Background: an optimization exercise with open tools, aiming at small area, a short achievable clock period and few clock cycles per item. Do not read the settings as production practice.
RTL that was checked went through simulation tests only; none was proved equivalent to the original.

job 6367:
## modular_exponentiation_core
module modular_exponentiation_core #(
    parameter int OPERAND_WIDTH = mexp_pkg::OPERAND_WIDTH_DEF
) (
    input  logic                            clk,
    input  logic                            rst_n,
    input  logic                            start,
    output logic                            busy,
    input  logic signed [OPERAND_WIDTH-1:0] base_value,
    input  logic        [OPERAND_WIDTH-1:0] exponent,
    input  logic        [OPERAND_WIDTH-1:0] modulus,
    output logic        [OPERAND_WIDTH-1:0] power_result,
    output logic                            modulus_zero,
    output logic                            done
);
clock: 9.0 ns
lec_check: 0
cap_margin: 20
core_margin: 2
core_utilization: 40
cts_cluster_diameter: 150
cts_cluster_size: 24
setup_slack_margin: 5
slew_margin: 20
synth_hierarchical: 1
synth_minimum_keep_size: 0
standard.sh (not shown) runs the stock make flow with config.mk's settings and CLKGATE_MAP_FILE= SYNTH_SCRIPT=/design/flow/synth_recipe.tcl, a recipe that flattens the netlist after the stock synthesis.
==> flow/flow/run.sh <==
#!/bin/bash
# Standard ORFS layout with two changes that leave the constraints alone:
# the port buffers are the smallest buffer cell, and the resizer aims for
# more setup slack than the clock period needs.
set -euo pipefail
bash standard.sh "BUFFER_PORTS_ARGS=-buffer_cell sky130_fd_sc_hd__buf_1" SETUP_SLACK_MARGIN=6.0 finish > orfs_make.log 2>&1
[inputs] job 5475 vs job 6367
diff --git a/flow/design.v b/flow/design.v
--- a/flow/design.v
+++ b/flow/design.v
@@ -76,30 +76,31 @@
     logic            dneg_reg;   
     logic            dn1_reg;    
     logic            dn2_reg;    
     logic [3:0]      qq_reg;     
     logic [3:0]      qo;         
     logic [7:0]      e1u_reg;    
     logic [7:0]      e1v_reg;    
-    logic            first_reg;  
+    logic            fany_reg;   
+    logic            fm_reg;     
     logic [7:0]      a3_reg;     
     logic [4:0]      mo_reg;     
     logic            mz_reg;
     logic            busy_reg;
     logic            done_reg;
     logic            x_inv;
     logic [AW-1:0]   s2, c2, da, xq, n1, n2;
     logic [AW-1:0]   r1s, r1c, r2s, r2c;
     assign n1    = {1'b0, n_reg};
     assign n2    = {n_reg, 1'b0};
-    logic [3:0]      qqe;
-    assign qqe   = st[I_FIX] ? {2'b00, !r_reg[32], 1'b1} :
-                   first_reg ? 4'b0011 : qq_reg;
-    assign qo    = {qqe[3], qqe[2] & ~qqe[3], qqe[0] & ~qqe[1], ~qqe[0]};
-    assign x_inv = qqe[2];
+    assign qo    = {qq_reg[3] & ~fany_reg,
+                    qq_reg[2] & ~qq_reg[3] & ~fany_reg,
+                    (qq_reg[0] & ~qq_reg[1] & ~fany_reg) | fm_reg,
+                    ~qq_reg[0] & ~fany_reg};
+    assign x_inv = qq_reg[2] & ~fany_reg;
     assign s2 = {s_reg[AW-2:0], 1'b0};
     assign c2 = {c_reg[AW-2:0], 1'b0};
     assign da = ({AW{dpos_reg}} & r_reg) | ({AW{dneg_reg}} & ~r_reg);
     assign xq = ({AW{qo[0]}} & n2) | ({AW{qo[1]}} & n1) |
                 ({AW{qo[2]}} & ~n1) | ({AW{qo[3]}} & ~n2);
     assign r1s = s2 ^ c2 ^ da;
     assign r1c = {(s2[AW-2:0] & c2[AW-2:0]) | (s2[AW-2:0] & da[AW-2:0]) |
@@ -293,21 +294,23 @@
         begin
             a3_reg   <= a3_12[11:4];
             mo_reg   <= m_onehot({1'b0, y_t1, y_t2});
             dpos_reg <= 1'b0;
             dneg_reg <= y_top;
             dn1_reg  <= y_t1;
             dn2_reg  <= y_t2;
-            first_reg <= 1'b1;
+            fany_reg <= 1'b1;
+            fm_reg   <= 1'b0;
             j_reg    <= sq_reg ? 5'd29 : 5'd28;
             kc_reg   <= sq_reg ? (6'd32 - {1'b0, sh_reg}) : 6'd31;
         end
         if (st[I_MUL])
         begin
-            first_reg <= 1'b0;
+            fany_reg <= 1'b0;
+            fm_reg   <= 1'b0;
             dpos_reg <= dn1_reg;
             dneg_reg <= 1'b0;
             dn1_reg  <= dn2_reg;
             dn2_reg  <= ybit;
             mo_reg   <= m_onehot({1'b0, dn2_reg, ybit});
             j_reg    <= j_reg - 5'd1;
             kc_reg   <= kc_reg - 6'd1;
@@ -323,14 +326,16 @@
                 sq_reg <= 1'b1;
                 e_reg  <= {e_reg[30:0], 1'b0};
                 ec_reg <= ec_reg - 5'd1;
             end
         end
         if (st[I_FIXB])
         begin
+            fany_reg <= 1'b1;
+            fm_reg   <= r_reg[32];
             dpos_reg <= 1'b1;
             dneg_reg <= 1'b0;
         end
         if (st[I_FCONV])
             r_reg <= sum;
         if (st[I_SHR])
         begin
Results
- The final layout from job 5475, which completed every stage, passed the timing, design-rule and antenna checks at the end of the flow.
- Job 5475 vs job 6367 — layout sequential cell count climbed slightly
- On number of DRC markers in iteration 0: job 5475 sits above job 6367.
- Comparing job 5475 and job 6367, the higher met1 track demand over resource in global routing was measured on job 5475.
- Core utilization: job 5475 > job 6367
- Against job 6367, job 5475 comes in 170 sq um higher on die area.
- Routed wire length: higher on job 5475
- Share of final-layout standard cells stronger than drive strength 1 (job 5475 over job 6367): increase, 0.99 points
- Diff job 6367 -> job 5475: worst slack at placement shrank by 27 ps, final instance area grew by 0.83%.
- Job 5475 does better than job 6367 on setup slack after layout.
Testbench counts of job 5475, summed over its fixed seeds: cycles 302,768, items 192.
The RTL of job 6367 was laid out without a check of its function.

========
modular_exponentiation_core, a different RTL version from the one above (not shown whole).
Size: ~130 I/O pins, about 18000 µm² of cells after synthesis.
clock: 9.0 ns
lec_check: 0
cap_margin: 20
core_margin: 2
core_utilization: 40
cts_cluster_diameter: 150
cts_cluster_size: 24
setup_slack_margin: 5
slew_margin: 20
synth_hierarchical: 1
synth_minimum_keep_size: 0
==> flow/flow/run.sh <==
#!/bin/bash
# Standard ORFS layout with two changes that leave the constraints alone:
# the port buffers are the smallest buffer cell, and the resizer aims for
# more setup slack than the clock period needs.
set -euo pipefail
bash standard.sh "BUFFER_PORTS_ARGS=-buffer_cell sky130_fd_sc_hd__buf_1" SETUP_SLACK_MARGIN=6.2 finish > orfs_make.log 2>&1
==> next run, changes <==
--- a/flow/design.v
+++ b/flow/design.v
@@ -73,39 +73,36 @@
     logic [4:0]      ec_reg;     
     logic            sq_reg;     
     logic            dpos_reg;   
     logic            dneg_reg;   
     logic            dn1_reg;    
     logic            dn2_reg;    
     logic [3:0]      qq_reg;     
     logic [3:0]      qo;         
     logic [7:0]      e1u_reg;    
     logic [7:0]      e1v_reg;    
-    logic            fany_reg;   
-    logic            fm_reg;     
+    logic            first_reg;  
     logic [7:0]      a3_reg;     
     logic [4:0]      mo_reg;     
     logic            mz_reg;
-    logic [W-1:0]    pr_reg;     
-    logic [AW-1:0]   r_d;        
     logic            busy_reg;
     logic            done_reg;
     logic            x_inv;
     logic [AW-1:0]   s2, c2, da, xq, n1, n2;
     logic [AW-1:0]   r1s, r1c, r2s, r2c;
     assign n1    = {1'b0, n_reg};
     assign n2    = {n_reg, 1'b0};
-    assign qo    = {qq_reg[3] & ~fany_reg,
-                    qq_reg[2] & ~qq_reg[3] & ~fany_reg,
-                    (qq_reg[0] & ~qq_reg[1] & ~fany_reg) | fm_reg,
-                    ~qq_reg[0] & ~fany_reg};
-    assign x_inv = qq_reg[2] & ~fany_reg;
+    logic [3:0]      qqe;
+    assign qqe   = st[I_FIX] ? {2'b00, !r_reg[32], 1'b1} :
+                   first_reg ? 4'b0011 : qq_reg;
+    assign qo    = {qqe[3], qqe[2] & ~qqe[3], qqe[0] & ~qqe[1], ~qqe[0]};
+    assign x_inv = qqe[2];
     assign s2 = {s_reg[AW-2:0], 1'b0};
     assign c2 = {c_reg[AW-2:0], 1'b0};
     assign da = ({AW{dpos_reg}} & r_reg) | ({AW{dneg_reg}} & ~r_reg);
     assign xq = ({AW{qo[0]}} & n2) | ({AW{qo[1]}} & n1) |
                 ({AW{qo[2]}} & ~n1) | ({AW{qo[3]}} & ~n2);
     assign r1s = s2 ^ c2 ^ da;
     assign r1c = {(s2[AW-2:0] & c2[AW-2:0]) | (s2[AW-2:0] & da[AW-2:0]) |
                   (c2[AW-2:0] & da[AW-2:0]), dneg_reg};
     assign r2s = r1s ^ r1c ^ xq;
     assign r2c = {(r1s[AW-2:0] & r1c[AW-2:0]) | (r1s[AW-2:0] & xq[AW-2:0]) |
@@ -186,30 +183,20 @@
     assign sum = s_reg + c_reg;
     assign yw  = sq_reg ? r_reg[31:0] : b_reg;
     always_comb
     begin
         one_s = '0;
         if (sh_reg != 5'd31 && !mz_reg)
             one_s[sh_reg] = 1'b1;
     end
     always_comb
     begin
-        r_d = r_reg;
-        if (st[I_NORM] && (n_reg[31] || mz_reg))
-            r_d = one_s;
-        if (st[I_CONV] || st[I_FCONV])
-            r_d = sum;
-        if (st[I_SHR])
-            r_d = {1'b0, r_reg[AW-1:1]};
-    end
-    always_comb
-    begin
         st_next = '0;
         if (st[I_IDLE] || st[I_DONE])
         begin
             if (start) st_next[I_NZ]   = 1'b1;
             else       st_next[I_IDLE] = 1'b1;
         end
         if (st[I_NZ])
             st_next[I_NORM] = 1'b1;
         if (st[I_NORM])
         begin
@@ -273,26 +260,26 @@
         e1v_reg <= e1v;
         qq_reg  <= qq_next;
         if (st[I_IDLE] || st[I_DONE])
         begin
             n_reg  <= modulus;
             e_reg  <= exponent;
             b_reg  <= base_value;
             sh_reg <= 5'd0;
         end
         mz_reg <= (n_reg == '0);
-        r_reg  <= r_d;
-        pr_reg <= {W{st_next[I_DONE]}} & r_d[W-1:0];
         if (st[I_NORM])
         begin
             ec_reg <= 5'd31;
-            if (!(n_reg[31] || mz_reg))
+            if (n_reg[31] || mz_reg)
+                r_reg <= one_s;
+            else
             begin
                 n_reg  <= {n_reg[30:0], 1'b0};
                 sh_reg <= sh_reg + 5'd1;
             end
         end
         if (st[I_EXPZ])
         begin
             mo_reg <= m_onehot({b_reg[31], b_reg[31], b_reg[30]});
             if (e_reg[31])
                 sq_reg <= 1'b0;
@@ -303,54 +290,56 @@
             end
         end
         if (st[I_BUB])
         begin
             a3_reg   <= a3_12[11:4];
             mo_reg   <= m_onehot({1'b0, y_t1, y_t2});
             dpos_reg <= 1'b0;
             dneg_reg <= y_top;
             dn1_reg  <= y_t1;
             dn2_reg  <= y_t2;
-            fany_reg <= 1'b1;
-            fm_reg   <= 1'b0;
+            first_reg <= 1'b1;
             j_reg    <= sq_reg ? 5'd29 : 5'd28;
             kc_reg   <= sq_reg ? (6'd32 - {1'b0, sh_reg}) : 6'd31;
         end
         if (st[I_MUL])
         begin
-            fany_reg <= 1'b0;
-            fm_reg   <= 1'b0;
+            first_reg <= 1'b0;
             dpos_reg <= dn1_reg;
             dneg_reg <= 1'b0;
             dn1_reg  <= dn2_reg;
             dn2_reg  <= ybit;
             mo_reg   <= m_onehot({1'b0, dn2_reg, ybit});
             j_reg    <= j_reg - 5'd1;
             kc_reg   <= kc_reg - 6'd1;
         end
         if (st[I_CONV])
         begin
+            r_reg  <= sum;
             mo_reg <= m_onehot({ytop_next[2], ytop_next[2], ytop_next[1]});
             if (sq_reg && e_reg[31])
                 sq_reg <= 1'b0;
             else
             begin
                 sq_reg <= 1'b1;
                 e_reg  <= {e_reg[30:0], 1'b0};
                 ec_reg <= ec_reg - 5'd1;
             end
         end
         if (st[I_FIXB])
         begin
-            fany_reg <= 1'b1;
-            fm_reg   <= r_reg[32];
             dpos_reg <= 1'b1;
             dneg_reg <= 1'b0;
         end
+        if (st[I_FCONV])
+            r_reg <= sum;
         if (st[I_SHR])
+        begin
+            r_reg  <= {1'b0, r_reg[AW-1:1]};
             sh_reg <= sh_reg - 5'd1;
+        end
     end
     assign busy         = busy_reg;
     assign done         = done_reg;
-    assign power_result = pr_reg;
+    assign power_result = r_reg[W-1:0];
     assign modulus_zero = mz_reg;
 endmodule
Effect:
- The changed run produced a clean layout
- via count fell by a few percent
- final area falls by a few percent
- setup slack got worse by 0.28 ns
- synthesized area drops by a few percent
- die area is lower by a few percent
- wire length drops by a little under a tenth
- non-clock buffer count climbs by 46
- cell count goes down by a few percent
- clock-buffer cell count does not change
- sequential share of layout area decreases by 0.59 points
No functional check of the RTL was part of any run of this note.

## afterwards: timing with drivers on the ports
The flow's constraints put no driver on any port. The routed layouts listed below were extracted and timed again, unchanged, in two steps.
Step 1 assumes that a clkbuf_16 drives the clock port and a buf_2 every other input.
Step 2, shift: input delay + t, output delay - t, t = (earliest + latest rising clock arrival at the registers) / 2. This alone moves slack from input paths to output paths.
Three values: no drivers, after step 1, after step 2; two values: the first two.
run | t (ns) | slack for setup (ns) | pins driven straight from the clock port
job 6367 | 0.558 | 5.688 / 5.688 / 5.688 | 1
job 5475 | 0.554 | 5.955 / 5.930 / 5.955 | 1
the first run of note 2 | 0.577 | 5.963 / 5.963 / 5.963 | 1
the second run of note 2 | 0.558 | 5.680 / 5.680 / 5.680 | 1
After both steps setup and hold are still met in every run listed.
